This is an optimization exercise on Yosys and OpenROAD, whose aim is small area, a short achievable clock period and few clock cycles per item, not a production implementation. RTL that was checked went through simulation tests only; none was proved equivalent to the original. No functional check of the RTL was part of run 1.

**flow/config.mk**
```make
export PLATFORM = sky130hd
export DESIGN_NAME = pv_perturb_observe_mppt
export DESIGN_NICKNAME = pv_perturb_observe_mppt
export VERILOG_FILES = /design/flow/design.v
export SDC_FILE = /design/flow/constraint.sdc
export NUM_CORES = 4
export LEC_CHECK = 0
export CAP_MARGIN = 20
export CORE_MARGIN = 2
export CORE_UTILIZATION = 40
export SLEW_MARGIN = 20
```
**flow/constraint.sdc**
```tcl
create_clock -name core_clock -period 11.5 [get_ports {clk}]
set_input_delay 2.3000 -clock core_clock [delete_from_list [all_inputs] [get_ports {clk}]]
set_output_delay 2.3000 -clock core_clock [all_outputs]
set_load 0.01 [all_outputs]
```
**flow/design.v**
```verilog
package pvpo_pkg;
	localparam int unsigned VOLT_W  = 15;
	localparam int unsigned CNT_W   = 16;
	localparam int unsigned POWER_W = 2 * VOLT_W;
	localparam logic [VOLT_W-1:0]  SEED_NUM     = VOLT_W'(218);
	localparam logic [POWER_W-1:0] MIN_POWER_UP = POWER_W'(120000);
	localparam logic [VOLT_W-1:0] RST_LOW_LIMIT   = '0;
	localparam logic [CNT_W-1:0]  RST_INTERVAL    = CNT_W'(25);
	localparam logic [VOLT_W-1:0] RST_STEP        = VOLT_W'(10);
	localparam logic [VOLT_W-1:0] RST_CURRENT_MIN = '0;
	localparam logic [CNT_W-1:0]  RST_FILTER      = CNT_W'(250);
endpackage
import pvpo_pkg::*;
module pvpo_core (
	input  logic [VOLT_W-1:0]  low_limit,
	input  logic [VOLT_W-1:0]  step,
	input  logic [CNT_W-1:0]   filter,
	input  logic [VOLT_W-1:0]  ref_q,
	input  logic [CNT_W-1:0]   stall_q,
	input  logic               do_seed,      
	input  logic               do_pause,     
	input  logic               do_eval,      
	input  logic               do_disturb,   
	input  logic               pge,          
	input  logic               up_trend,     
	input  logic               chg_low,      
	input  logic [VOLT_W-1:0]  seed,
	input  logic [VOLT_W-1:0]  volt,
	input  logic [CNT_W-1:0]   volt_step,    
	output logic               ref_we,
	output logic [VOLT_W-1:0]  ref_d,
	output logic               stall_we,
	output logic [CNT_W-1:0]   stall_d,
	output logic               forced
);
	logic              at_low;
	logic              go_up;
	logic [CNT_W-1:0]  up_sum;
	logic [CNT_W:0]    dn_diff;
	logic [VOLT_W-1:0] up_ref;
	logic [VOLT_W-1:0] dn_ref;
	logic [VOLT_W-1:0] eval_ref;
	logic              stall;
	logic [CNT_W-1:0]  stall_inc;
	logic              trip_inc;
	logic              trip_zero;
	assign at_low  = (ref_q <= low_limit);
	assign go_up   = at_low ? pge : up_trend;
	assign up_sum  = CNT_W'(ref_q) + CNT_W'(step);
	assign dn_diff = (CNT_W+1)'(ref_q) - (CNT_W+1)'(step);
	always_comb begin
		if (up_sum < CNT_W'(low_limit))
			up_ref = low_limit;
		else if (up_sum[CNT_W-1])
			up_ref = '1;
		else
			up_ref = up_sum[VOLT_W-1:0];
		if (dn_diff[CNT_W] || (dn_diff[VOLT_W-1:0] < low_limit))
			dn_ref = low_limit;
		else
			dn_ref = dn_diff[VOLT_W-1:0];
		if (at_low && !pge)
			eval_ref = low_limit;
		else if (go_up)
			eval_ref = up_ref;
		else
			eval_ref = dn_ref;
	end
	assign stall     = (CNT_W'(ref_q) > volt_step) && chg_low;
	assign stall_inc = stall_q + CNT_W'(1);
	assign trip_inc  = (stall_inc >= filter);
	assign trip_zero = (filter == '0);
	assign forced    = do_disturb && (stall ? trip_inc : trip_zero);
	assign stall_we  = do_disturb;
	assign stall_d   = (forced || !stall) ? '0 : stall_inc;
	assign ref_we = do_seed || do_pause || do_eval || forced;
	always_comb begin
		if (do_eval)
			ref_d = eval_ref;
		else if (do_pause)
			ref_d = volt;
		else
			ref_d = seed;
	end
endmodule
module pvpo_mul_tree (
	input  logic [14:0] a,
	input  logic [14:0] b,
	output logic [29:0] row_a,
	output logic [29:0] row_b
);
	logic [14:0] pp [15];
	logic t1, t2, t3, t4, t5, t6, t7, t8, t9, t10, t11, t12, t13, t14, t15, t16, t17, t18, t19, t20, t21, t22, t23, t24, t25, t26, t27, t28, t29, t30, t31, t32, t33, t34, t35, t36, t37, t38, t39, t40, t41, t42, t43, t44, t45, t46, t47, t48, t49, t50, t51, t52, t53, t54, t55, t56, t57, t58, t59, t60, t61, t62, t63, t64, t65, t66, t67, t68, t69, t70, t71, t72, t73, t74, t75, t76, t77, t78, t79, t80, t81, t82, t83, t84, t85, t86, t87, t88, t89, t90, t91, t92, t93, t94, t95, t96, t97, t98, t99, t100, t101, t102, t103, t104, t105, t106, t107, t108, t109, t110, t111, t112, t113, t114, t115, t116, t117, t118, t119, t120, t121, t122, t123, t124, t125, t126, t127, t128, t129, t130, t131, t132, t133, t134, t135, t136, t137, t138, t139, t140, t141, t142, t143, t144, t145, t146, t147, t148, t149, t150, t151, t152, t153, t154, t155, t156, t157, t158, t159, t160, t161, t162, t163, t164, t165, t166, t167, t168, t169, t170, t171, t172, t173, t174, t175, t176, t177, t178, t179, t180, t181, t182, t183, t184, t185, t186, t187, t188, t189, t190, t191, t192, t193, t194, t195, t196, t197, t198, t199, t200, t201, t202, t203, t204, t205, t206, t207, t208, t209, t210, t211, t212, t213, t214, t215, t216, t217, t218, t219, t220, t221, t222, t223, t224, t225, t226, t227, t228, t229, t230, t231, t232, t233, t234, t235, t236, t237, t238, t239, t240, t241, t242, t243, t244, t245, t246, t247, t248, t249, t250, t251, t252, t253, t254, t255, t256, t257, t258, t259, t260, t261, t262, t263, t264, t265, t266, t267, t268, t269, t270, t271, t272, t273, t274, t275, t276, t277, t278, t279, t280, t281, t282, t283, t284, t285, t286, t287, t288, t289, t290, t291, t292, t293, t294, t295, t296, t297, t298, t299, t300, t301, t302, t303, t304, t305, t306, t307, t308, t309, t310, t311, t312, t313, t314, t315, t316, t317, t318, t319, t320, t321, t322, t323, t324, t325, t326, t327, t328, t329, t330, t331, t332, t333, t334, t335, t336, t337, t338, t339, t340, t341, t342, t343, t344, t345, t346, t347, t348, t349, t350, t351, t352, t353, t354, t355, t356, t357, t358, t359, t360, t361, t362, t363, t364;
	always_comb for (int i = 0; i < 15; i++) pp[i] = b & {15{a[i]}};
	assign t1 = pp[0][13] ^ pp[1][12];
	assign t2 = pp[0][13] & pp[1][12];
	assign t3 = pp[0][14] ^ pp[1][13] ^ pp[2][12];
	assign t4 = (pp[0][14] & pp[1][13]) | (pp[0][14] & pp[2][12]) | (pp[1][13] & pp[2][12]);
	assign t5 = pp[3][11] ^ pp[4][10];
	assign t6 = pp[3][11] & pp[4][10];
	assign t7 = pp[1][14] ^ pp[2][13] ^ pp[3][12];
	assign t8 = (pp[1][14] & pp[2][13]) | (pp[1][14] & pp[3][12]) | (pp[2][13] & pp[3][12]);
	assign t9 = pp[4][11] ^ pp[5][10];
	assign t10 = pp[4][11] & pp[5][10];
	assign t11 = pp[2][14] ^ pp[3][13] ^ pp[4][12];
	assign t12 = (pp[2][14] & pp[3][13]) | (pp[2][14] & pp[4][12]) | (pp[3][13] & pp[4][12]);
	assign t13 = pp[0][9] ^ pp[1][8];
	assign t14 = pp[0][9] & pp[1][8];
	assign t15 = pp[0][10] ^ pp[1][9] ^ pp[2][8];
	assign t16 = (pp[0][10] & pp[1][9]) | (pp[0][10] & pp[2][8]) | (pp[1][9] & pp[2][8]);
	assign t17 = pp[3][7] ^ pp[4][6];
	assign t18 = pp[3][7] & pp[4][6];
	assign t19 = pp[0][11] ^ pp[1][10] ^ pp[2][9];
	assign t20 = (pp[0][11] & pp[1][10]) | (pp[0][11] & pp[2][9]) | (pp[1][10] & pp[2][9]);
	assign t21 = pp[3][8] ^ pp[4][7] ^ pp[5][6];
	assign t22 = (pp[3][8] & pp[4][7]) | (pp[3][8] & pp[5][6]) | (pp[4][7] & pp[5][6]);
	assign t23 = pp[6][5] ^ pp[7][4];
	assign t24 = pp[6][5] & pp[7][4];
	assign t25 = pp[0][12] ^ pp[1][11] ^ pp[2][10];
	assign t26 = (pp[0][12] & pp[1][11]) | (pp[0][12] & pp[2][10]) | (pp[1][11] & pp[2][10]);
	assign t27 = pp[3][9] ^ pp[4][8] ^ pp[5][7];
	assign t28 = (pp[3][9] & pp[4][8]) | (pp[3][9] & pp[5][7]) | (pp[4][8] & pp[5][7]);
	assign t29 = pp[6][6] ^ pp[7][5] ^ pp[8][4];
	assign t30 = (pp[6][6] & pp[7][5]) | (pp[6][6] & pp[8][4]) | (pp[7][5] & pp[8][4]);
	assign t31 = pp[9][3] ^ pp[10][2];
	assign t32 = pp[9][3] & pp[10][2];
	assign t33 = pp[2][11] ^ pp[3][10] ^ pp[4][9];
	assign t34 = (pp[2][11] & pp[3][10]) | (pp[2][11] & pp[4][9]) | (pp[3][10] & pp[4][9]);
	assign t35 = pp[5][8] ^ pp[6][7] ^ pp[7][6];
	assign t36 = (pp[5][8] & pp[6][7]) | (pp[5][8] & pp[7][6]) | (pp[6][7] & pp[7][6]);
	assign t37 = pp[8][5] ^ pp[9][4] ^ pp[10][3];
	assign t38 = (pp[8][5] & pp[9][4]) | (pp[8][5] & pp[10][3]) | (pp[9][4] & pp[10][3]);
	assign t39 = pp[11][2] ^ pp[12][1] ^ pp[13][0];
	assign t40 = (pp[11][2] & pp[12][1]) | (pp[11][2] & pp[13][0]) | (pp[12][1] & pp[13][0]);
	assign t41 = pp[5][9] ^ pp[6][8] ^ pp[7][7];
	assign t42 = (pp[5][9] & pp[6][8]) | (pp[5][9] & pp[7][7]) | (pp[6][8] & pp[7][7]);
	assign t43 = pp[8][6] ^ pp[9][5] ^ pp[10][4];
	assign t44 = (pp[8][6] & pp[9][5]) | (pp[8][6] & pp[10][4]) | (pp[9][5] & pp[10][4]);
	assign t45 = pp[11][3] ^ pp[12][2] ^ pp[13][1];
	assign t46 = (pp[11][3] & pp[12][2]) | (pp[11][3] & pp[13][1]) | (pp[12][2] & pp[13][1]);
	assign t47 = pp[14][0] ^ t2 ^ t3;
	assign t48 = (pp[14][0] & t2) | (pp[14][0] & t3) | (t2 & t3);
	assign t49 = pp[6][9] ^ pp[7][8] ^ pp[8][7];
	assign t50 = (pp[6][9] & pp[7][8]) | (pp[6][9] & pp[8][7]) | (pp[7][8] & pp[8][7]);
	assign t51 = pp[9][6] ^ pp[10][5] ^ pp[11][4];
	assign t52 = (pp[9][6] & pp[10][5]) | (pp[9][6] & pp[11][4]) | (pp[10][5] & pp[11][4]);
	assign t53 = pp[12][3] ^ pp[13][2] ^ pp[14][1];
	assign t54 = (pp[12][3] & pp[13][2]) | (pp[12][3] & pp[14][1]) | (pp[13][2] & pp[14][1]);
	assign t55 = t4 ^ t6 ^ t7;
	assign t56 = (t4 & t6) | (t4 & t7) | (t6 & t7);
	assign t57 = pp[5][11] ^ pp[6][10] ^ pp[7][9];
	assign t58 = (pp[5][11] & pp[6][10]) | (pp[5][11] & pp[7][9]) | (pp[6][10] & pp[7][9]);
	assign t59 = pp[8][8] ^ pp[9][7] ^ pp[10][6];
	assign t60 = (pp[8][8] & pp[9][7]) | (pp[8][8] & pp[10][6]) | (pp[9][7] & pp[10][6]);
	assign t61 = pp[11][5] ^ pp[12][4] ^ pp[13][3];
	assign t62 = (pp[11][5] & pp[12][4]) | (pp[11][5] & pp[13][3]) | (pp[12][4] & pp[13][3]);
	assign t63 = pp[14][2] ^ t8 ^ t10;
	assign t64 = (pp[14][2] & t8) | (pp[14][2] & t10) | (t8 & t10);
	assign t65 = pp[3][14] ^ pp[4][13] ^ pp[5][12];
	assign t66 = (pp[3][14] & pp[4][13]) | (pp[3][14] & pp[5][12]) | (pp[4][13] & pp[5][12]);
	assign t67 = pp[6][11] ^ pp[7][10] ^ pp[8][9];
	assign t68 = (pp[6][11] & pp[7][10]) | (pp[6][11] & pp[8][9]) | (pp[7][10] & pp[8][9]);
	assign t69 = pp[9][8] ^ pp[10][7] ^ pp[11][6];
	assign t70 = (pp[9][8] & pp[10][7]) | (pp[9][8] & pp[11][6]) | (pp[10][7] & pp[11][6]);
	assign t71 = pp[12][5] ^ pp[13][4] ^ pp[14][3];
	assign t72 = (pp[12][5] & pp[13][4]) | (pp[12][5] & pp[14][3]) | (pp[13][4] & pp[14][3]);
	assign t73 = pp[4][14] ^ pp[5][13] ^ pp[6][12];
	assign t74 = (pp[4][14] & pp[5][13]) | (pp[4][14] & pp[6][12]) | (pp[5][13] & pp[6][12]);
	assign t75 = pp[7][11] ^ pp[8][10] ^ pp[9][9];
	assign t76 = (pp[7][11] & pp[8][10]) | (pp[7][11] & pp[9][9]) | (pp[8][10] & pp[9][9]);
	assign t77 = pp[10][8] ^ pp[11][7] ^ pp[12][6];
	assign t78 = (pp[10][8] & pp[11][7]) | (pp[10][8] & pp[12][6]) | (pp[11][7] & pp[12][6]);
	assign t79 = pp[5][14] ^ pp[6][13] ^ pp[7][12];
	assign t80 = (pp[5][14] & pp[6][13]) | (pp[5][14] & pp[7][12]) | (pp[6][13] & pp[7][12]);
	assign t81 = pp[8][11] ^ pp[9][10] ^ pp[10][9];
	assign t82 = (pp[8][11] & pp[9][10]) | (pp[8][11] & pp[10][9]) | (pp[9][10] & pp[10][9]);
	assign t83 = pp[6][14] ^ pp[7][13] ^ pp[8][12];
	assign t84 = (pp[6][14] & pp[7][13]) | (pp[6][14] & pp[8][12]) | (pp[7][13] & pp[8][12]);
	assign t85 = pp[0][6] ^ pp[1][5];
	assign t86 = pp[0][6] & pp[1][5];
	assign t87 = pp[0][7] ^ pp[1][6] ^ pp[2][5];
	assign t88 = (pp[0][7] & pp[1][6]) | (pp[0][7] & pp[2][5]) | (pp[1][6] & pp[2][5]);
	assign t89 = pp[3][4] ^ pp[4][3];
	assign t90 = pp[3][4] & pp[4][3];
	assign t91 = pp[0][8] ^ pp[1][7] ^ pp[2][6];
	assign t92 = (pp[0][8] & pp[1][7]) | (pp[0][8] & pp[2][6]) | (pp[1][7] & pp[2][6]);
	assign t93 = pp[3][5] ^ pp[4][4] ^ pp[5][3];
	assign t94 = (pp[3][5] & pp[4][4]) | (pp[3][5] & pp[5][3]) | (pp[4][4] & pp[5][3]);
	assign t95 = pp[6][2] ^ pp[7][1];
	assign t96 = pp[6][2] & pp[7][1];
	assign t97 = pp[2][7] ^ pp[3][6] ^ pp[4][5];
	assign t98 = (pp[2][7] & pp[3][6]) | (pp[2][7] & pp[4][5]) | (pp[3][6] & pp[4][5]);
	assign t99 = pp[5][4] ^ pp[6][3] ^ pp[7][2];
	assign t100 = (pp[5][4] & pp[6][3]) | (pp[5][4] & pp[7][2]) | (pp[6][3] & pp[7][2]);
	assign t101 = pp[8][1] ^ pp[9][0] ^ t13;
	assign t102 = (pp[8][1] & pp[9][0]) | (pp[8][1] & t13) | (pp[9][0] & t13);
	assign t103 = pp[5][5] ^ pp[6][4] ^ pp[7][3];
	assign t104 = (pp[5][5] & pp[6][4]) | (pp[5][5] & pp[7][3]) | (pp[6][4] & pp[7][3]);
	assign t105 = pp[8][2] ^ pp[9][1] ^ pp[10][0];
	assign t106 = (pp[8][2] & pp[9][1]) | (pp[8][2] & pp[10][0]) | (pp[9][1] & pp[10][0]);
	assign t107 = t14 ^ t15 ^ t17;
	assign t108 = (t14 & t15) | (t14 & t17) | (t15 & t17);
	assign t109 = pp[8][3] ^ pp[9][2] ^ pp[10][1];
	assign t110 = (pp[8][3] & pp[9][2]) | (pp[8][3] & pp[10][1]) | (pp[9][2] & pp[10][1]);
	assign t111 = pp[11][0] ^ t16 ^ t18;
	assign t112 = (pp[11][0] & t16) | (pp[11][0] & t18) | (t16 & t18);
	assign t113 = t19 ^ t21 ^ t23;
	assign t114 = (t19 & t21) | (t19 & t23) | (t21 & t23);
	assign t115 = pp[11][1] ^ pp[12][0] ^ t20;
	assign t116 = (pp[11][1] & pp[12][0]) | (pp[11][1] & t20) | (pp[12][0] & t20);
	assign t117 = t22 ^ t24 ^ t25;
	assign t118 = (t22 & t24) | (t22 & t25) | (t24 & t25);
	assign t119 = t27 ^ t29 ^ t31;
	assign t120 = (t27 & t29) | (t27 & t31) | (t29 & t31);
	assign t121 = t1 ^ t26 ^ t28;
	assign t122 = (t1 & t26) | (t1 & t28) | (t26 & t28);
	assign t123 = t30 ^ t32 ^ t33;
	assign t124 = (t30 & t32) | (t30 & t33) | (t32 & t33);
	assign t125 = t35 ^ t37 ^ t39;
	assign t126 = (t35 & t37) | (t35 & t39) | (t37 & t39);
	assign t127 = t5 ^ t34 ^ t36;
	assign t128 = (t5 & t34) | (t5 & t36) | (t34 & t36);
	assign t129 = t38 ^ t40 ^ t41;
	assign t130 = (t38 & t40) | (t38 & t41) | (t40 & t41);
	assign t131 = t43 ^ t45 ^ t47;
	assign t132 = (t43 & t45) | (t43 & t47) | (t45 & t47);
	assign t133 = t9 ^ t42 ^ t44;
	assign t134 = (t9 & t42) | (t9 & t44) | (t42 & t44);
	assign t135 = t46 ^ t48 ^ t49;
	assign t136 = (t46 & t48) | (t46 & t49) | (t48 & t49);
	assign t137 = t51 ^ t53 ^ t55;
	assign t138 = (t51 & t53) | (t51 & t55) | (t53 & t55);
	assign t139 = t11 ^ t50 ^ t52;
	assign t140 = (t11 & t50) | (t11 & t52) | (t50 & t52);
	assign t141 = t54 ^ t56 ^ t57;
	assign t142 = (t54 & t56) | (t54 & t57) | (t56 & t57);
	assign t143 = t59 ^ t61 ^ t63;
	assign t144 = (t59 & t61) | (t59 & t63) | (t61 & t63);
	assign t145 = t12 ^ t58 ^ t60;
	assign t146 = (t12 & t58) | (t12 & t60) | (t58 & t60);
	assign t147 = t62 ^ t64 ^ t65;
	assign t148 = (t62 & t64) | (t62 & t65) | (t64 & t65);
	assign t149 = t67 ^ t69 ^ t71;
	assign t150 = (t67 & t69) | (t67 & t71) | (t69 & t71);
	assign t151 = pp[13][5] ^ pp[14][4] ^ t66;
	assign t152 = (pp[13][5] & pp[14][4]) | (pp[13][5] & t66) | (pp[14][4] & t66);
	assign t153 = t68 ^ t70 ^ t72;
	assign t154 = (t68 & t70) | (t68 & t72) | (t70 & t72);
	assign t155 = t73 ^ t75 ^ t77;
	assign t156 = (t73 & t75) | (t73 & t77) | (t75 & t77);
	assign t157 = pp[11][8] ^ pp[12][7] ^ pp[13][6];
	assign t158 = (pp[11][8] & pp[12][7]) | (pp[11][8] & pp[13][6]) | (pp[12][7] & pp[13][6]);
	assign t159 = pp[14][5] ^ t74 ^ t76;
	assign t160 = (pp[14][5] & t74) | (pp[14][5] & t76) | (t74 & t76);
	assign t161 = t78 ^ t79 ^ t81;
	assign t162 = (t78 & t79) | (t78 & t81) | (t79 & t81);
	assign t163 = pp[9][11] ^ pp[10][10] ^ pp[11][9];
	assign t164 = (pp[9][11] & pp[10][10]) | (pp[9][11] & pp[11][9]) | (pp[10][10] & pp[11][9]);
	assign t165 = pp[12][8] ^ pp[13][7] ^ pp[14][6];
	assign t166 = (pp[12][8] & pp[13][7]) | (pp[12][8] & pp[14][6]) | (pp[13][7] & pp[14][6]);
	assign t167 = t80 ^ t82 ^ t83;
	assign t168 = (t80 & t82) | (t80 & t83) | (t82 & t83);
	assign t169 = pp[7][14] ^ pp[8][13] ^ pp[9][12];
	assign t170 = (pp[7][14] & pp[8][13]) | (pp[7][14] & pp[9][12]) | (pp[8][13] & pp[9][12]);
	assign t171 = pp[10][11] ^ pp[11][10] ^ pp[12][9];
	assign t172 = (pp[10][11] & pp[11][10]) | (pp[10][11] & pp[12][9]) | (pp[11][10] & pp[12][9]);
	assign t173 = pp[13][8] ^ pp[14][7] ^ t84;
	assign t174 = (pp[13][8] & pp[14][7]) | (pp[13][8] & t84) | (pp[14][7] & t84);
	assign t175 = pp[8][14] ^ pp[9][13] ^ pp[10][12];
	assign t176 = (pp[8][14] & pp[9][13]) | (pp[8][14] & pp[10][12]) | (pp[9][13] & pp[10][12]);
	assign t177 = pp[11][11] ^ pp[12][10] ^ pp[13][9];
	assign t178 = (pp[11][11] & pp[12][10]) | (pp[11][11] & pp[13][9]) | (pp[12][10] & pp[13][9]);
	assign t179 = pp[9][14] ^ pp[10][13] ^ pp[11][12];
	assign t180 = (pp[9][14] & pp[10][13]) | (pp[9][14] & pp[11][12]) | (pp[10][13] & pp[11][12]);
	assign t181 = pp[0][4] ^ pp[1][3];
	assign t182 = pp[0][4] & pp[1][3];
	assign t183 = pp[0][5] ^ pp[1][4] ^ pp[2][3];
	assign t184 = (pp[0][5] & pp[1][4]) | (pp[0][5] & pp[2][3]) | (pp[1][4] & pp[2][3]);
	assign t185 = pp[3][2] ^ pp[4][1];
	assign t186 = pp[3][2] & pp[4][1];
	assign t187 = pp[2][4] ^ pp[3][3] ^ pp[4][2];
	assign t188 = (pp[2][4] & pp[3][3]) | (pp[2][4] & pp[4][2]) | (pp[3][3] & pp[4][2]);
	assign t189 = pp[5][1] ^ pp[6][0] ^ t85;
	assign t190 = (pp[5][1] & pp[6][0]) | (pp[5][1] & t85) | (pp[6][0] & t85);
	assign t191 = pp[5][2] ^ pp[6][1] ^ pp[7][0];
	assign t192 = (pp[5][2] & pp[6][1]) | (pp[5][2] & pp[7][0]) | (pp[6][1] & pp[7][0]);
	assign t193 = t86 ^ t87 ^ t89;
	assign t194 = (t86 & t87) | (t86 & t89) | (t87 & t89);
	assign t195 = pp[8][0] ^ t88 ^ t90;
	assign t196 = (pp[8][0] & t88) | (pp[8][0] & t90) | (t88 & t90);
	assign t197 = t91 ^ t93 ^ t95;
	assign t198 = (t91 & t93) | (t91 & t95) | (t93 & t95);
	assign t199 = t92 ^ t94 ^ t96;
	assign t200 = (t92 & t94) | (t92 & t96) | (t94 & t96);
	assign t201 = t97 ^ t99 ^ t101;
	assign t202 = (t97 & t99) | (t97 & t101) | (t99 & t101);
	assign t203 = t98 ^ t100 ^ t102;
	assign t204 = (t98 & t100) | (t98 & t102) | (t100 & t102);
	assign t205 = t103 ^ t105 ^ t107;
	assign t206 = (t103 & t105) | (t103 & t107) | (t105 & t107);
	assign t207 = t104 ^ t106 ^ t108;
	assign t208 = (t104 & t106) | (t104 & t108) | (t106 & t108);
	assign t209 = t109 ^ t111 ^ t113;
	assign t210 = (t109 & t111) | (t109 & t113) | (t111 & t113);
	assign t211 = t110 ^ t112 ^ t114;
	assign t212 = (t110 & t112) | (t110 & t114) | (t112 & t114);
	assign t213 = t115 ^ t117 ^ t119;
	assign t214 = (t115 & t117) | (t115 & t119) | (t117 & t119);
	assign t215 = t116 ^ t118 ^ t120;
	assign t216 = (t116 & t118) | (t116 & t120) | (t118 & t120);
	assign t217 = t121 ^ t123 ^ t125;
	assign t218 = (t121 & t123) | (t121 & t125) | (t123 & t125);
	assign t219 = t122 ^ t124 ^ t126;
	assign t220 = (t122 & t124) | (t122 & t126) | (t124 & t126);
	assign t221 = t127 ^ t129 ^ t131;
	assign t222 = (t127 & t129) | (t127 & t131) | (t129 & t131);
	assign t223 = t128 ^ t130 ^ t132;
	assign t224 = (t128 & t130) | (t128 & t132) | (t130 & t132);
	assign t225 = t133 ^ t135 ^ t137;
	assign t226 = (t133 & t135) | (t133 & t137) | (t135 & t137);
	assign t227 = t134 ^ t136 ^ t138;
	assign t228 = (t134 & t136) | (t134 & t138) | (t136 & t138);
	assign t229 = t139 ^ t141 ^ t143;
	assign t230 = (t139 & t141) | (t139 & t143) | (t141 & t143);
	assign t231 = t140 ^ t142 ^ t144;
	assign t232 = (t140 & t142) | (t140 & t144) | (t142 & t144);
	assign t233 = t145 ^ t147 ^ t149;
	assign t234 = (t145 & t147) | (t145 & t149) | (t147 & t149);
	assign t235 = t146 ^ t148 ^ t150;
	assign t236 = (t146 & t148) | (t146 & t150) | (t148 & t150);
	assign t237 = t151 ^ t153 ^ t155;
	assign t238 = (t151 & t153) | (t151 & t155) | (t153 & t155);
	assign t239 = t152 ^ t154 ^ t156;
	assign t240 = (t152 & t154) | (t152 & t156) | (t154 & t156);
	assign t241 = t157 ^ t159 ^ t161;
	assign t242 = (t157 & t159) | (t157 & t161) | (t159 & t161);
	assign t243 = t158 ^ t160 ^ t162;
	assign t244 = (t158 & t160) | (t158 & t162) | (t160 & t162);
	assign t245 = t163 ^ t165 ^ t167;
	assign t246 = (t163 & t165) | (t163 & t167) | (t165 & t167);
	assign t247 = t164 ^ t166 ^ t168;
	assign t248 = (t164 & t166) | (t164 & t168) | (t166 & t168);
	assign t249 = t169 ^ t171 ^ t173;
	assign t250 = (t169 & t171) | (t169 & t173) | (t171 & t173);
	assign t251 = pp[14][8] ^ t170 ^ t172;
	assign t252 = (pp[14][8] & t170) | (pp[14][8] & t172) | (t170 & t172);
	assign t253 = t174 ^ t175 ^ t177;
	assign t254 = (t174 & t175) | (t174 & t177) | (t175 & t177);
	assign t255 = pp[12][11] ^ pp[13][10] ^ pp[14][9];
	assign t256 = (pp[12][11] & pp[13][10]) | (pp[12][11] & pp[14][9]) | (pp[13][10] & pp[14][9]);
	assign t257 = t176 ^ t178 ^ t179;
	assign t258 = (t176 & t178) | (t176 & t179) | (t178 & t179);
	assign t259 = pp[10][14] ^ pp[11][13] ^ pp[12][12];
	assign t260 = (pp[10][14] & pp[11][13]) | (pp[10][14] & pp[12][12]) | (pp[11][13] & pp[12][12]);
	assign t261 = pp[13][11] ^ pp[14][10] ^ t180;
	assign t262 = (pp[13][11] & pp[14][10]) | (pp[13][11] & t180) | (pp[14][10] & t180);
	assign t263 = pp[11][14] ^ pp[12][13] ^ pp[13][12];
	assign t264 = (pp[11][14] & pp[12][13]) | (pp[11][14] & pp[13][12]) | (pp[12][13] & pp[13][12]);
	assign t265 = pp[0][3] ^ pp[1][2];
	assign t266 = pp[0][3] & pp[1][2];
	assign t267 = pp[2][2] ^ pp[3][1] ^ pp[4][0];
	assign t268 = (pp[2][2] & pp[3][1]) | (pp[2][2] & pp[4][0]) | (pp[3][1] & pp[4][0]);
	assign t269 = pp[5][0] ^ t182 ^ t183;
	assign t270 = (pp[5][0] & t182) | (pp[5][0] & t183) | (t182 & t183);
	assign t271 = t184 ^ t186 ^ t187;
	assign t272 = (t184 & t186) | (t184 & t187) | (t186 & t187);
	assign t273 = t188 ^ t190 ^ t191;
	assign t274 = (t188 & t190) | (t188 & t191) | (t190 & t191);
	assign t275 = t192 ^ t194 ^ t195;
	assign t276 = (t192 & t194) | (t192 & t195) | (t194 & t195);
	assign t277 = t196 ^ t198 ^ t199;
	assign t278 = (t196 & t198) | (t196 & t199) | (t198 & t199);
	assign t279 = t200 ^ t202 ^ t203;
	assign t280 = (t200 & t202) | (t200 & t203) | (t202 & t203);
	assign t281 = t204 ^ t206 ^ t207;
	assign t282 = (t204 & t206) | (t204 & t207) | (t206 & t207);
	assign t283 = t208 ^ t210 ^ t211;
	assign t284 = (t208 & t210) | (t208 & t211) | (t210 & t211);
	assign t285 = t212 ^ t214 ^ t215;
	assign t286 = (t212 & t214) | (t212 & t215) | (t214 & t215);
	assign t287 = t216 ^ t218 ^ t219;
	assign t288 = (t216 & t218) | (t216 & t219) | (t218 & t219);
	assign t289 = t220 ^ t222 ^ t223;
	assign t290 = (t220 & t222) | (t220 & t223) | (t222 & t223);
	assign t291 = t224 ^ t226 ^ t227;
	assign t292 = (t224 & t226) | (t224 & t227) | (t226 & t227);
	assign t293 = t228 ^ t230 ^ t231;
	assign t294 = (t228 & t230) | (t228 & t231) | (t230 & t231);
	assign t295 = t232 ^ t234 ^ t235;
	assign t296 = (t232 & t234) | (t232 & t235) | (t234 & t235);
	assign t297 = t236 ^ t238 ^ t239;
	assign t298 = (t236 & t238) | (t236 & t239) | (t238 & t239);
	assign t299 = t240 ^ t242 ^ t243;
	assign t300 = (t240 & t242) | (t240 & t243) | (t242 & t243);
	assign t301 = t244 ^ t246 ^ t247;
	assign t302 = (t244 & t246) | (t244 & t247) | (t246 & t247);
	assign t303 = t248 ^ t250 ^ t251;
	assign t304 = (t248 & t250) | (t248 & t251) | (t250 & t251);
	assign t305 = t252 ^ t254 ^ t255;
	assign t306 = (t252 & t254) | (t252 & t255) | (t254 & t255);
	assign t307 = t256 ^ t258 ^ t259;
	assign t308 = (t256 & t258) | (t256 & t259) | (t258 & t259);
	assign t309 = pp[14][11] ^ t260 ^ t262;
	assign t310 = (pp[14][11] & t260) | (pp[14][11] & t262) | (t260 & t262);
	assign t311 = pp[12][14] ^ pp[13][13] ^ pp[14][12];
	assign t312 = (pp[12][14] & pp[13][13]) | (pp[12][14] & pp[14][12]) | (pp[13][13] & pp[14][12]);
	assign t313 = pp[0][2] ^ pp[1][1];
	assign t314 = pp[0][2] & pp[1][1];
	assign t315 = pp[2][1] ^ pp[3][0] ^ t265;
	assign t316 = (pp[2][1] & pp[3][0]) | (pp[2][1] & t265) | (pp[3][0] & t265);
	assign t317 = t181 ^ t266 ^ t267;
	assign t318 = (t181 & t266) | (t181 & t267) | (t266 & t267);
	assign t319 = t185 ^ t268 ^ t269;
	assign t320 = (t185 & t268) | (t185 & t269) | (t268 & t269);
	assign t321 = t189 ^ t270 ^ t271;
	assign t322 = (t189 & t270) | (t189 & t271) | (t270 & t271);
	assign t323 = t193 ^ t272 ^ t273;
	assign t324 = (t193 & t272) | (t193 & t273) | (t272 & t273);
	assign t325 = t197 ^ t274 ^ t275;
	assign t326 = (t197 & t274) | (t197 & t275) | (t274 & t275);
	assign t327 = t201 ^ t276 ^ t277;
	assign t328 = (t201 & t276) | (t201 & t277) | (t276 & t277);
	assign t329 = t205 ^ t278 ^ t279;
	assign t330 = (t205 & t278) | (t205 & t279) | (t278 & t279);
	assign t331 = t209 ^ t280 ^ t281;
	assign t332 = (t209 & t280) | (t209 & t281) | (t280 & t281);
	assign t333 = t213 ^ t282 ^ t283;
	assign t334 = (t213 & t282) | (t213 & t283) | (t282 & t283);
	assign t335 = t217 ^ t284 ^ t285;
	assign t336 = (t217 & t284) | (t217 & t285) | (t284 & t285);
	assign t337 = t221 ^ t286 ^ t287;
	assign t338 = (t221 & t286) | (t221 & t287) | (t286 & t287);
	assign t339 = t225 ^ t288 ^ t289;
	assign t340 = (t225 & t288) | (t225 & t289) | (t288 & t289);
	assign t341 = t229 ^ t290 ^ t291;
	assign t342 = (t229 & t290) | (t229 & t291) | (t290 & t291);
	assign t343 = t233 ^ t292 ^ t293;
	assign t344 = (t233 & t292) | (t233 & t293) | (t292 & t293);
	assign t345 = t237 ^ t294 ^ t295;
	assign t346 = (t237 & t294) | (t237 & t295) | (t294 & t295);
	assign t347 = t241 ^ t296 ^ t297;
	assign t348 = (t241 & t296) | (t241 & t297) | (t296 & t297);
	assign t349 = t245 ^ t298 ^ t299;
	assign t350 = (t245 & t298) | (t245 & t299) | (t298 & t299);
	assign t351 = t249 ^ t300 ^ t301;
	assign t352 = (t249 & t300) | (t249 & t301) | (t300 & t301);
	assign t353 = t253 ^ t302 ^ t303;
	assign t354 = (t253 & t302) | (t253 & t303) | (t302 & t303);
	assign t355 = t257 ^ t304 ^ t305;
	assign t356 = (t257 & t304) | (t257 & t305) | (t304 & t305);
	assign t357 = t261 ^ t306 ^ t307;
	assign t358 = (t261 & t306) | (t261 & t307) | (t306 & t307);
	assign t359 = t263 ^ t308 ^ t309;
	assign t360 = (t263 & t308) | (t263 & t309) | (t308 & t309);
	assign t361 = t264 ^ t310 ^ t311;
	assign t362 = (t264 & t310) | (t264 & t311) | (t310 & t311);
	assign t363 = pp[13][14] ^ pp[14][13] ^ t312;
	assign t364 = (pp[13][14] & pp[14][13]) | (pp[13][14] & t312) | (pp[14][13] & t312);
	assign row_a = {1'b0, pp[14][14], t362, t360, t358, t356, t354, t352, t350, t348, t346, t344, t342, t340, t338, t336, t334, t332, t330, t328, t326, t324, t322, t320, t318, t316, t314, pp[2][0], pp[0][1], pp[0][0]};
	assign row_b = {1'b0, t364, t363, t361, t359, t357, t355, t353, t351, t349, t347, t345, t343, t341, t339, t337, t335, t333, t331, t329, t327, t325, t323, t321, t319, t317, t315, t313, pp[1][0], 1'b0};
endmodule
import pvpo_pkg::*;
module pv_perturb_observe_mppt (
	input  logic        clk,
	input  logic        arst_n,
	input  logic        sample_valid,
	output logic        sample_ready,
	input  logic [1:0]  sample_action,
	input  logic [14:0] sample_pv_voltage,
	input  logic [14:0] sample_pv_current,
	input  logic [14:0] sample_charge_current,
	input  logic        sample_pause,
	output logic        result_valid,
	input  logic        result_ready,
	output logic [14:0] result_voltage_ref,
	output logic        result_evaluated,
	output logic        result_forced_pulldown,
	input  logic        cfg_valid,
	output logic        cfg_ready,
	input  logic [2:0]  cfg_index,
	input  logic [15:0] cfg_data
);
	logic [VOLT_W-1:0] low_limit;
	logic [CNT_W-1:0]  interval;
	logic [VOLT_W-1:0] step;
	logic [VOLT_W-1:0] cur_min;
	logic [CNT_W-1:0]  filter;
	assign cfg_ready = 1'b1;
	always_ff @(posedge clk or negedge arst_n) begin
		if (!arst_n) begin
			low_limit <= RST_LOW_LIMIT;
			interval  <= RST_INTERVAL;
			step      <= RST_STEP;
			cur_min   <= RST_CURRENT_MIN;
			filter    <= RST_FILTER;
		end else if (cfg_valid) begin
			case (cfg_index)
				3'd0: low_limit <= cfg_data[VOLT_W-1:0];
				3'd1: interval  <= cfg_data[CNT_W-1:0];
				3'd2: step      <= cfg_data[VOLT_W-1:0];
				3'd3: cur_min   <= cfg_data[VOLT_W-1:0];
				3'd4: filter    <= cfg_data[CNT_W-1:0];
				default: begin
				end
			endcase
		end
	end
	logic              hv_q;    
	logic              en_q;    
	assign sample_ready = en_q;
	logic              s1_valid;
	logic [1:0]        s1_act;
	logic              s1_pause;
	logic              s1_chg;
	logic [VOLT_W-1:0] s1_v;
	logic [VOLT_W-1:0] s1_b;
	always_ff @(posedge clk or negedge arst_n) begin
		if (!arst_n)
			s1_valid <= 1'b0;
		else if (en_q)
			s1_valid <= sample_valid;
	end
	always_ff @(posedge clk) begin
		if (en_q) begin
			s1_act   <= sample_action;
			s1_pause <= sample_pause;
			s1_chg   <= (sample_charge_current < cur_min);
			s1_v     <= sample_pv_voltage;
			s1_b     <= sample_action[0] ? sample_pv_current : SEED_NUM;
		end
	end
	logic [POWER_W-1:0] row_a;
	logic [POWER_W-1:0] row_b;
	logic [CNT_W-1:0]   tick_q;
	logic [CNT_W-1:0]   tick_inc;
	logic               s1_tick;
	logic               s1_eval;
	pvpo_mul_tree u_mul (
		.a     (s1_v),
		.b     (s1_b),
		.row_a (row_a),
		.row_b (row_b)
	);
	assign s1_tick  = (s1_act == 2'd1);
	assign tick_inc = tick_q + CNT_W'(1);
	assign s1_eval  = s1_tick && !s1_pause && (tick_inc >= interval);
	always_ff @(posedge clk or negedge arst_n) begin
		if (!arst_n)
			tick_q <= '0;
		else if (en_q && s1_valid && s1_tick)
			tick_q <= (s1_pause || s1_eval) ? '0 : tick_inc;
	end
	logic                s2_valid;
	logic                s2_init;
	logic                s2_pause;
	logic                s2_eval;
	logic                s2_dist;
	logic                s2_chg;
	logic [VOLT_W-1:0]   s2_v;
	logic [POWER_W-1:0]  s2_ra;
	logic [POWER_W-1:0]  s2_rb;
	always_ff @(posedge clk or negedge arst_n) begin
		if (!arst_n)
			s2_valid <= 1'b0;
		else if (en_q)
			s2_valid <= s1_valid;
	end
	always_ff @(posedge clk) begin
		if (en_q) begin
			s2_init  <= (s1_act == 2'd0);
			s2_pause <= s1_tick && s1_pause;
			s2_eval  <= s1_eval;
			s2_dist  <= (s1_act == 2'd2);
			s2_chg   <= s1_chg;
			s2_v     <= s1_v;
			s2_ra    <= row_a;
			s2_rb    <= row_b;
		end
	end
	logic [VOLT_W-1:0]  ref_q;
	logic [CNT_W-1:0]   prev_v_q;
	logic [POWER_W-1:0] prev_p_q;
	logic               prev_p_zero_q;
	logic [CNT_W-1:0]   stall_q;
	logic               go;
	logic [POWER_W-1:0] power;
	logic [POWER_W:0]   fall_sum;
	logic [VOLT_W-1:0]  seed_raw;
	logic [VOLT_W-1:0]  seed;
	logic [CNT_W-1:0]   volt_step;
	logic               pge;
	logic               pfell;
	logic               v_gt;
	logic               v_eq;
	logic               up_trend;
	logic               ref_we;
	logic [VOLT_W-1:0]  ref_d;
	logic               stall_we;
	logic [CNT_W-1:0]   stall_d;
	logic               forced;
	assign go    = en_q && s2_valid;
	assign power = s2_ra + s2_rb;
	assign fall_sum = {1'b0, s2_ra} + {1'b0, s2_rb} + {1'b0, ~prev_p_q} + (POWER_W+1)'(1);
	assign pfell    = !prev_p_zero_q && !fall_sum[POWER_W];
	assign pge      = (power >= MIN_POWER_UP);
	assign seed_raw  = power[VOLT_W+7:8];
	assign seed      = (seed_raw < low_limit) ? low_limit : seed_raw;
	assign volt_step = CNT_W'(s2_v) + CNT_W'(step);
	assign v_gt      = (CNT_W'(s2_v) > prev_v_q);
	assign v_eq      = (CNT_W'(s2_v) == prev_v_q);
	assign up_trend  = pfell ? !(v_gt || v_eq) : v_gt;
	pvpo_core u_core (
		.low_limit  (low_limit),
		.step       (step),
		.filter     (filter),
		.ref_q      (ref_q),
		.stall_q    (stall_q),
		.do_seed    (s2_init),
		.do_pause   (s2_pause),
		.do_eval    (s2_eval),
		.do_disturb (s2_dist),
		.pge        (pge),
		.up_trend   (up_trend),
		.chg_low    (s2_chg),
		.seed       (seed),
		.volt       (s2_v),
		.volt_step  (volt_step),
		.ref_we     (ref_we),
		.ref_d      (ref_d),
		.stall_we   (stall_we),
		.stall_d    (stall_d),
		.forced     (forced)
	);
	always_ff @(posedge clk or negedge arst_n) begin
		if (!arst_n) begin
			ref_q         <= '0;
			prev_v_q      <= '0;
			prev_p_zero_q <= 1'b1;
			stall_q       <= '0;
		end else if (go) begin
			if (ref_we)
				ref_q <= ref_d;
			if (s2_init)
				prev_v_q <= CNT_W'(seed);
			else if (s2_pause)
				prev_v_q <= volt_step;
			else if (s2_eval)
				prev_v_q <= CNT_W'(s2_v);
			if (s2_init || s2_pause)
				prev_p_zero_q <= 1'b1;
			else if (s2_eval)
				prev_p_zero_q <= 1'b0;
			if (stall_we)
				stall_q <= stall_d;
		end
	end
	always_ff @(posedge clk) begin
		if (go && s2_eval)
			prev_p_q <= power;
	end
	logic [VOLT_W+1:0] res_new;
	logic [VOLT_W+1:0] head_q;
	logic [VOLT_W+1:0] skid_q;
	logic              take;
	assign res_new = {(ref_we ? ref_d : ref_q), s2_eval, forced};
	assign take    = hv_q && result_ready;
	always_ff @(posedge clk or negedge arst_n) begin
		if (!arst_n) begin
			hv_q <= 1'b0;
			en_q <= 1'b1;
		end else begin
			if (!hv_q)
				hv_q <= go;
			else if (take && en_q)
				hv_q <= go;
			en_q <= en_q ? !(hv_q && !take && go) : take;
		end
	end
	always_ff @(posedge clk) begin
		if (!en_q) begin
			if (take)
				head_q <= skid_q;
		end else if (go && (!hv_q || take)) begin
			head_q <= res_new;
		end
		if (en_q && go && hv_q && !take)
			skid_q <= res_new;
	end
	assign result_valid           = hv_q;
	assign result_voltage_ref     = head_q[VOLT_W+1:2];
	assign result_evaluated       = head_q[1];
	assign result_forced_pulldown = head_q[0];
endmodule
```
**flow/flow/run.sh**
```bash
#!/bin/bash
# Standard ORFS layout, with the timing repair steps aiming for extra setup slack.
# The clock period and all constraints stay the design's; only the repair target changes.
set -euo pipefail
MARGIN=$(cat flow/margin.txt)
bash standard.sh SETUP_SLACK_MARGIN=$MARGIN finish > flow_standard.log 2>&1
```
**flow/flow/margin.txt**
```
8
```
**flow/standard.sh**
```bash
#!/bin/bash
# synth_recipe.tcl (not shown) runs the flow's synth.tcl, then flattens the netlist and writes it again
# the make line also repeats each setting of config.mk as NAME=value (left out here)
make -C /OpenROAD-flow-scripts/flow DESIGN_CONFIG=/design/flow/config.mk WORK_HOME=/design/flow/orfs CLKGATE_MAP_FILE= SYNTH_SCRIPT=/design/flow/synth_recipe.tcl "${@:-finish}"
```
==> results of run 1 <==
-- cells in the mapped netlist (10+ instances only) --
master	count	area, um^2
a21oi_1	110	551
a211oi_1	24	180
fa_1	200	4000
nor2_1	161	604
dfrtp_1	132	3300
nor3_1	28	140
nand2b_1	59	369
o221ai_2	10	150
inv_1	420	1580
nand2_1	233	875
a31oi_1	46	288
o21ai_0	157	786
nor4_1	13	81.3
xor2_1	25	219
o211ai_1	29	218
dfstp_2	13	342
nor2b_1	23	144
and2_1	204	1280
a21o_1	40	300
edfxtp_1	175	5260
clkbuf_1	81	304
nand3_1	46	230
ha_1	250	3130
a22o_1	17	149
o21a_1	18	135
mux2_2	22	248
o22ai_1	18	113
xnor2_1	60	526
nand4_1	26	163
o21bai_1	13	97.6
-- worst reg2reg max path, stage by stage (launching register included) --
cell	delay [ns]
edfxtp_1	0.41
ha_4	0.17
inv_2	0.04
fa_2	0.40
nor2b_2	0.13
o21ai_2	0.07
a21oi_2	0.17
o21ai_2	0.09
a21oi_2	0.20
o21ai_2	0.10
a21oi_2	0.19
nor2_1	0.08
xor2_1	0.17
ha_2	0.35
o21a_1	0.13
o21a_1	0.12
o21ai_2	0.05
a41oi_2	0.17
nand3_2	0.14
mux2i_4	0.26
buf_6	0.18
buf_6	0.10
buf_6	0.10
buf_8	0.13
a21oi_4	0.29
buf_12	0.19
nor2_2	0.04
a31oi_1	0.21
-- cell families (layout without fill, tap and decap cells) --
| family | Yosys count | in the layout | synth area share |
|---|---|---|---|
| buffers and inverters | 517 | 805 | 0.0728 |
| other | 1 | 1 | 0.000139 |
| adder cells (fa/ha/maj) | 450 | 450 | 0.264 |
| flip-flops | 320 | 320 | 0.330 |
| XOR/XNOR | 85 | 85 | 0.0276 |
| AND/OR/NAND/NOR | 826 | 828 | 0.153 |
| AO/OA/AOI/OAI | 567 | 568 | 0.139 |
| multiplexers | 33 | 33 | 0.0136 |
-- timing repair --
| action | in CTS | in global routing |
|---|---|---|
| pin swaps | 104 | 134 |
| cloned | 3 | 10 |
| gates resized for setup | 282 | 214 |
| buffers inserted | 141 | 48 |
| setup endpoints to repair | 151 | 132 |
-- sequential cells by signal, summed over array words and instances, names as in the netlist, 17 cells and up --
signal    cells
prev_p_q     30
s2_ra        29
skid_q       17
s2_rb        28
head_q       17
-- cells in the final DEF, fill, tap and decap left out, drive strengths merged, types with 14 or more instances in the layout --
master / instances
clkbuf: 52
nor3: 28
ha: 250
inv: 425
buf: 228
clkdlybuf4s50: 66
a21o: 40
o21ai: 160
a22o: 17
edfxtp: 175
xor2: 25
mux2: 24
a211oi: 25
and2: 205
nor2b: 23
o22ai: 18
dfrtp: 132
nand2b: 59
o221ai: 14
nand2: 233
nand3: 48
nand4: 26
clkinv: 22
o211ai: 29
a31oi: 47
o21a: 18
xnor2: 60
nor2: 161
a21oi: 114
fa: 200
-- area by class of cell --
cell class                      count  area, um^2
Tap cell                          873        1090
Multi-Input combinational cell   1965       17900
Clock buffer                       45        1080
Sequential cell                   320        8910
Inverter                          422        1590
Fill cell                        6065       33300
Timing Repair Buffer              304        2870
Clock inverter                     34         350
-- per-layer routing --
metal | vias up | part of all wire
li1 | 10000 | -
met1 | 10700 | 0.43
met2 | 663 | 0.48
met3 | 175 | 0.057
met4 | 0 | 0.037
met5 | - | 0
-- through the flow --
stage                util
global route        0.503
finish              0.503
detailed placement  0.433
floorplan               -
global placement    0.433
CTS                 0.483
-- final timing paths --
| kind | slack (ns) | startpoint | to |
|---|---|---|---|
| min in group asynchronous | 1.81 | arst_n | cur_min[9] |
| setup / recovery | 6.71 | s2_v[0] | ref_q[10] |
| hold reg to reg | 0.45 | s2_ra[0] | prev_p_q[0] |
| max in group asynchronous | 8.27 | arst_n | step[2] |
| hold / removal | 0.45 | s2_ra[0] | prev_p_q[0] |
| setup reg to reg | 6.71 | s2_v[0] | ref_q[10] |
==> out/results.ini, run 1 <==
[routing]
drc = 0
wl_per_cell_um = 20.9
routed_wl_um = 82900
first_pass_iters = 5
ant_nets = 0
drt_iter0_markers = 1502
dr_total_vias = 21600
via_per_inst = 5.45

[worst_hold_path]
hold_path.class = flip-flop to flip-flop
hold_depth = 0

[worst_setup_path]
worstRegToRegCells = 27
cp_slowest_cell = edfxtp_1
crit_fanout = 6
endpoint_kind = flip-flop
critPathKind = flip-flop to flip-flop
startpoint_type = flip-flop
cp_num_buf_inv = 6
slowest_delay_ns = 0.41
crit_top_cell = o21ai_2
critical_path_required_ns = 11.99
cp_num_cells = 27
cp.arrival_ns = 5.28
cp_top_family = compound AO/OA/AOI/OAI gates

[sta]
maxSlewViolCount = 0
setup_viol = 0
max_slew_margin = 0.223
hold_ws_ns = 0.447
finalCritPeriodShare = 0.416
rsz0062_at_grt = yes
tightest_slew_ns = 1.16
max_freq_mhz = 209
fin_skew_ns = 0.0515
setup_ws_ns = 6.71
fin_tns_setup_ns = 0
layout_min_cycle_time_ns = 4.79
hold_viol = 0

[yosys]
synthArstFlopShare = 0.453
yosysWarnings = 4
synthFlopType = edfxtp_1
synth_cells = 2799
synth_area_per_cell_um2 = 9.65
syn_area_um2 = 27000
synth_cell_types = 87
ys_ff_latch = 320
synth-edff-count = 175
syn_nets = 3321
ys_seq_area_frac = 0.330

[cells_and_area]
layout-drive-gt1-share = 0.228
antennaDiodeCount = 0
area_growth_pct = 25.0
stdcell_area_um2 = 33700
final_nets = 3578
fin_cells = 3963

[floorplanning]
pin_count = 92
die_h_um = 264
rows = 95
fp.dieW_um = 264
coreArea_um2 = 67000
die_area_um2 = 69600
start_util = 0.403

[global_route]
grt_pass1_wl_um = 125000
antenna_found_initial = 0
use_met1 = 0.301
use_met3 = 0.0331
grtUsageTotal = 0.230
grt_pass1_vias = 21900
gr-total-overflow = 0
met2_usage = 0.392
busiest_layer = met2
grt_max_degree = 93

[outcome]
status = no timing/DRC/antenna violations

[clock_network]
htreeDepth = 2
cts_tree = built
cts_root_buffer = clkbuf_16
cts_sinks = 320
clk_pin_slew_worst_paths_ns = 0.06
clock_path_buffers = 3
clk_latency_ns = 0.59
cts_inserted_buffers = 43
cts_hold_buf = 0

[place]
port_buffers = 90
hpwlAfterDp_um = 59000
finalWeightedCongestion = 0.915
place_area_um2 = 29000
dp_slack_ns = 5.73
place_inst = 3682

[job]
max_cap_viol_count = 0

==> run 2: changes to the inputs <==
--- a/flow/design.v
+++ b/flow/design.v
@@ -24,8 +24,7 @@
 	input  logic               pge,          
 	input  logic               up_trend,     
 	input  logic               chg_low,      
-	input  logic [VOLT_W-1:0]  seed,
-	input  logic [VOLT_W-1:0]  volt,
+	input  logic [VOLT_W-1:0]  load,         
 	input  logic [CNT_W-1:0]   volt_step,    
 	output logic               ref_we,
 	output logic [VOLT_W-1:0]  ref_d,
@@ -77,10 +76,8 @@
 	always_comb begin
 		if (do_eval)
 			ref_d = eval_ref;
-		else if (do_pause)
-			ref_d = volt;
 		else
-			ref_d = seed;
+			ref_d = load;
 	end
 endmodule
 module pvpo_mul_tree (
@@ -577,54 +574,101 @@
 			s2_rb    <= row_b;
 		end
 	end
-	logic [VOLT_W-1:0]  ref_q;
 	logic [CNT_W-1:0]   prev_v_q;
 	logic [POWER_W-1:0] prev_p_q;
 	logic               prev_p_zero_q;
-	logic [CNT_W-1:0]   stall_q;
-	logic               go;
+	logic               go2;
 	logic [POWER_W-1:0] power;
 	logic [POWER_W:0]   fall_sum;
 	logic [VOLT_W-1:0]  seed_raw;
 	logic [VOLT_W-1:0]  seed;
 	logic [CNT_W-1:0]   volt_step;
-	logic               pge;
 	logic               pfell;
 	logic               v_gt;
 	logic               v_eq;
-	logic               up_trend;
-	logic               ref_we;
-	logic [VOLT_W-1:0]  ref_d;
-	logic               stall_we;
-	logic [CNT_W-1:0]   stall_d;
-	logic               forced;
-	assign go    = en_q && s2_valid;
+	assign go2   = en_q && s2_valid;
 	assign power = s2_ra + s2_rb;
 	assign fall_sum = {1'b0, s2_ra} + {1'b0, s2_rb} + {1'b0, ~prev_p_q} + (POWER_W+1)'(1);
 	assign pfell    = !prev_p_zero_q && !fall_sum[POWER_W];
-	assign pge      = (power >= MIN_POWER_UP);
 	assign seed_raw  = power[VOLT_W+7:8];
 	assign seed      = (seed_raw < low_limit) ? low_limit : seed_raw;
 	assign volt_step = CNT_W'(s2_v) + CNT_W'(step);
 	assign v_gt      = (CNT_W'(s2_v) > prev_v_q);
 	assign v_eq      = (CNT_W'(s2_v) == prev_v_q);
-	assign up_trend  = pfell ? !(v_gt || v_eq) : v_gt;
+	always_ff @(posedge clk or negedge arst_n) begin
+		if (!arst_n) begin
+			prev_v_q      <= '0;
+			prev_p_zero_q <= 1'b1;
+		end else if (go2) begin
+			if (s2_init)
+				prev_v_q <= CNT_W'(seed);
+			else if (s2_pause)
+				prev_v_q <= volt_step;
+			else if (s2_eval)
+				prev_v_q <= CNT_W'(s2_v);
+			if (s2_init || s2_pause)
+				prev_p_zero_q <= 1'b1;
+			else if (s2_eval)
+				prev_p_zero_q <= 1'b0;
+		end
+	end
+	always_ff @(posedge clk) begin
+		if (go2 && s2_eval)
+			prev_p_q <= power;
+	end
+	logic                s3_valid;
+	logic                s3_init;
+	logic                s3_pause;
+	logic                s3_eval;
+	logic                s3_dist;
+	logic                s3_chg;
+	logic                s3_pge;
+	logic                s3_up;
+	logic [VOLT_W-1:0]   s3_load;    
+	logic [CNT_W-1:0]    s3_vstep;   
+	always_ff @(posedge clk or negedge arst_n) begin
+		if (!arst_n)
+			s3_valid <= 1'b0;
+		else if (en_q)
+			s3_valid <= s2_valid;
+	end
+	always_ff @(posedge clk) begin
+		if (en_q) begin
+			s3_init  <= s2_init;
+			s3_pause <= s2_pause;
+			s3_eval  <= s2_eval;
+			s3_dist  <= s2_dist;
+			s3_chg   <= s2_chg;
+			s3_pge   <= (power >= MIN_POWER_UP);
+			s3_up    <= pfell ? !(v_gt || v_eq) : v_gt;
+			s3_load  <= s2_pause ? s2_v : seed;
+			s3_vstep <= volt_step;
+		end
+	end
+	logic [VOLT_W-1:0]  ref_q;
+	logic [CNT_W-1:0]   stall_q;
+	logic               go;
+	logic               ref_we;
+	logic [VOLT_W-1:0]  ref_d;
+	logic               stall_we;
+	logic [CNT_W-1:0]   stall_d;
+	logic               forced;
+	assign go = en_q && s3_valid;
 	pvpo_core u_core (
 		.low_limit  (low_limit),
 		.step       (step),
 		.filter     (filter),
 		.ref_q      (ref_q),
 		.stall_q    (stall_q),
-		.do_seed    (s2_init),
-		.do_pause   (s2_pause),
-		.do_eval    (s2_eval),
-		.do_disturb (s2_dist),
-		.pge        (pge),
-		.up_trend   (up_trend),
-		.chg_low    (s2_chg),
-		.seed       (seed),
-		.volt       (s2_v),
-		.volt_step  (volt_step),
+		.do_seed    (s3_init),
+		.do_pause   (s3_pause),
+		.do_eval    (s3_eval),
+		.do_disturb (s3_dist),
+		.pge        (s3_pge),
+		.up_trend   (s3_up),
+		.chg_low    (s3_chg),
+		.load       (s3_load),
+		.volt_step  (s3_vstep),
 		.ref_we     (ref_we),
 		.ref_d      (ref_d),
 		.stall_we   (stall_we),
@@ -633,36 +677,20 @@
 	);
 	always_ff @(posedge clk or negedge arst_n) begin
 		if (!arst_n) begin
-			ref_q         <= '0;
-			prev_v_q      <= '0;
-			prev_p_zero_q <= 1'b1;
-			stall_q       <= '0;
+			ref_q   <= '0;
+			stall_q <= '0;
 		end else if (go) begin
 			if (ref_we)
 				ref_q <= ref_d;
-			if (s2_init)
-				prev_v_q <= CNT_W'(seed);
-			else if (s2_pause)
-				prev_v_q <= volt_step;
-			else if (s2_eval)
-				prev_v_q <= CNT_W'(s2_v);
-			if (s2_init || s2_pause)
-				prev_p_zero_q <= 1'b1;
-			else if (s2_eval)
-				prev_p_zero_q <= 1'b0;
 			if (stall_we)
 				stall_q <= stall_d;
 		end
 	end
-	always_ff @(posedge clk) begin
-		if (go && s2_eval)
-			prev_p_q <= power;
-	end
 	logic [VOLT_W+1:0] res_new;
 	logic [VOLT_W+1:0] head_q;
 	logic [VOLT_W+1:0] skid_q;
 	logic              take;
-	assign res_new = {(ref_we ? ref_d : ref_q), s2_eval, forced};
+	assign res_new = {(ref_we ? ref_d : ref_q), s3_eval, forced};
 	assign take    = hv_q && result_ready;
 	always_ff @(posedge clk or negedge arst_n) begin
 		if (!arst_n) begin
==> run 2 against run 1 <==
Wire length up 0.18%. Critical path type unchanged. Sequential share of layout area up 2.2 points.
==> out/results.ini, run 2 <==
[floorplanning]
start_util = 0.406  ; +0.00338
die_area_um2 = 73500  ; +5.6%
fp.dieW_um = 271  ; +2.8%
rows = 97  ; +2.1%
pin_count = 92  ; unchanged
die_h_um = 271  ; +2.8%
coreArea_um2 = 70300  ; +4.8%

[global_route]
grt_pass1_wl_um = 131000  ; +5.3%
antenna_found_initial = 1  ; +1
grtUsageTotal = 0.227  ; -0.00322
gr-total-overflow = 0  ; unchanged
grt_pass1_vias = 23100  ; +5.6%
grt_max_degree = 89  ; -4.3%

[cells_and_area]
multi_input_area_um2 = 18200  ; +2.2%
utilization = 0.502  ; -0.00185
layout_commonest_cell = inv_1
layout-drive-gt1-share = 0.230  ; +0.00262
top_register = prev_p_q
largest_reg_flops = 30  ; unchanged
final_nets = 3642  ; +1.8%
antennaDiodeCount = 0  ; unchanged
area_growth_pct = 23.5
fill_cells = 6257  ; +3.2%
reg.largest.list = prev_p_q (30), s2_ra (29), s2_rb (28)
final_cell_mix = inv_1 (361), nand2_1 (243), ha_1 (218)
final-seq-area_um2 = 10100  ; +13%

[routing]
drt_iter0_markers = 1427  ; -5.0%
drc = 0  ; unchanged
ant_nets = 0  ; unchanged
via_per_inst = 5.42  ; -0.50%
routed_wl_um = 83000  ; +0.18%
wl_per_cell_um = 20.3  ; -3.1%
first_pass_iters = 8  ; +3
dr_total_vias = 22200  ; +2.9%

[yosys]
yosysMostFrequentCell = inv_1
synth-edff-count = 213  ; +22%
synth_area_leaders = edfxtp_1 (22%), fa_1 (14%), dfrtp_1 (12%)
synthArstFlopShare = 0.407  ; -0.0464
synth_cells = 2876  ; +2.8%
synthFlopType = edfxtp_1
netlist.area_leader.share = 0.224  ; +0.0295
synth_cell_types = 85  ; -2.3%
syn_nets = 3398  ; +2.3%
ys_ff_latch = 359  ; +12%
yosysWarnings = 4  ; unchanged
yosys.area.top_type = edfxtp_1
syn_area_um2 = 28500  ; +5.7%
synth_commonest_cells = inv_1 (411), nand2_1 (253), ha_1 (250)
synth_area_per_cell_um2 = 9.92  ; +2.9%
ys_seq_area_frac = 0.353  ; +0.0231

[sta]
max_freq_mhz = 214  ; +2.6%
maxSlewViolCount = 0  ; unchanged
rsz0062_at_grt = yes
hold_viol = 0  ; unchanged
fin_tns_setup_ns = 0  ; unchanged
tightest_slew_ns = 0.967  ; -0.192 ns
setup_viol = 0  ; unchanged
layout_min_cycle_time_ns = 4.66  ; -0.123 ns
setup_ws_ns = 6.84  ; +0.123 ns
finalCritPeriodShare = 0.406  ; -0.0107
max_slew_margin = 0.355  ; +0.132
fin_skew_ns = 0.0288  ; -0.0227 ns

[worst_setup_path]
regToRegEndpoint = skid_q[13]
regToRegSetupSlack_ns = 6.84  ; +0.12 ns
crit_fanout = 6  ; unchanged
endpoint_kind = flip-flop
worstRegToRegCells = 19  ; -30%
startpoint_type = flip-flop
r2r-start = step[5]
critPathKind = flip-flop to flip-flop
cp.arrival_ns = 4.99  ; -0.29 ns
critical_path_required_ns = 11.82  ; -0.17 ns

[clock_network]
cts_root_buffer = clkbuf_16
htreeDepth = 2  ; unchanged
clk_latency_ns = 0.60  ; about the same
clk_pin_slew_worst_paths_ns = 0.07  ; about the same
cts_hold_buf = 0  ; unchanged
cts_inserted_buffers = 47  ; +9.3%
clock_path_buffers = 3  ; unchanged
cts_sinks = 359  ; +12%
cts_tree = built

[place]
dp_slack_ns = 6.17  ; +0.443 ns
finalWeightedCongestion = 0.938  ; +2.5%
port_buffers = 90  ; unchanged
hpwlAfterDp_um = 59600  ; +1.1%

[worst_hold_path]
hold_depth = 0  ; unchanged
min_to = s3_dist
hp-start = s2_dist
hold_path.class = flip-flop to flip-flop

[outcome]
status = no timing/DRC/antenna violations

[job]
max_cap_viol_count = 0  ; unchanged

-- run 2: how the worst max path moves through the flow --
stage | slack [ns] | from | cells past startpoint | end
5_1_grt | 6.75 | step[5] | 18 | head_q[14]
2_1_floorplan | 7.15 | ref_q[6] | 19 | head_q[14]
3_5_place_dp | 6.17 | stall_q[2] | 16 | ref_q[9]
6_report | 6.84 | step[5] | 19 | skid_q[13]
3_3_place_gp | 6.31 | stall_q[2] | 16 | ref_q[9]
4_1_cts | 6.98 | ref_q[5] | 17 | skid_q[14]
-- run 2: per-stage QoR --
| step | cells | hold WS, ns | area (um^2) |
|---|---|---|---|
| after global routing | 4099 | 0.428 | 35200 |
| after floorplan | 2876 | 0.400 | 28900 |
| after CTS | 4071 | 0.421 | 34700 |
| after global placement | 3825 | 0.411 | 30800 |
| after detailed placement | 3825 | 0.407 | 30800 |
| final | 4099 | 0.420 | 35200 |
-- run 2: cell type report --
class	count	share of cell area
well taps	940	0.0334
multi-input cells	2002	0.518
inverters	412	0.0439
clock buffers	60	0.0362
repair buffers	298	0.0727
clock inverters	28	0.0100
flip-flops and latches	359	0.286
-- run 2: cells by family after synthesis --
family                   share of synthesized area
flip-flops                                   0.353
other                                     0.000131
AND/OR/NAND/NOR                              0.146
XOR/XNOR                                    0.0249
buffers and inverters                       0.0686
adder cells (fa/ha/maj)                      0.250
AO/OA/AOI/OAI                                0.133
multiplexers                                0.0249
-- run 2: timing repair --
action | 4_1_cts | 5_1_grt
pin swaps | 138 | 86
buffers inserted | 156 | 28
cloned | 2 | 0
hold endpoints to repair | 0 | 0
resized for setup | 350 | 109
setup endpoints to repair | 182 | 122
-- run 2: critical path, cell delays in order, from the launching register on --
cell      delay (ns)
dfrtp_1         0.40
inv_2           0.10
ha_4            0.20
or4_4           0.53
or4_4           0.44
a21oi_4         0.22
nor4b_4         0.08
o21ba_2         0.21
or2_4           0.24
ha_4            0.27
o211ai_1        0.10
o21bai_1        0.20
a21oi_2         0.09
a31oi_4         0.23
or2_4           0.24
buf_4           0.14
mux2i_2         0.22
a21o_1          0.16
o2111a_2        0.25
o31ai_1         0.08
-- run 2: layer usage --
| metal | routed length (um) | share of wire | track usage | vias to the layer above |
|---|---|---|---|---|
| met1 | 36600 | 0.44 | 0.307 | 11000 |
| met5 | 0 | 0 | 0 | - |
| li1 | - | - | - | 10300 |
| met3 | 4660 | 0.056 | 0.0285 | 212 |
| met2 | 37800 | 0.46 | 0.368 | 700 |
| met4 | 3940 | 0.047 | 0.0969 | 0 |
Testbench counts of run 2, summed over its fixed seeds: cycles 12,115, items 12,083.

[afterwards: timing with drivers on the ports]
How much do the figures lean on ideal ports? The routed layouts below were timed once more, with nothing changed but the port constraints.
Step 1: set_driving_cell puts a clkbuf_16 on clk and a buf_2 on each other input, an assumption about the parent block.
Step 2, shift: input delay + t, output delay - t, t = (earliest + latest rising clock arrival at the registers) / 2. This alone moves slack from input paths to output paths.
Slacks: no drivers / after step 1 / after step 2; pairs: no drivers / after step 1.
| run | shift t [ns] | setup slack, ns | worst setup path after step 2 | latest minus earliest clock arrival (ns) |
|---|---|---|---|---|
| run 1 | 0.625 | 6.713 / 6.713 / 6.713 | register to register | 0.052 / 0.052 |
| run 2 | 0.647 | 6.836 / 6.836 / 6.836 | register to register | 0.029 / 0.029 |
After both steps every run listed still meets setup and hold.
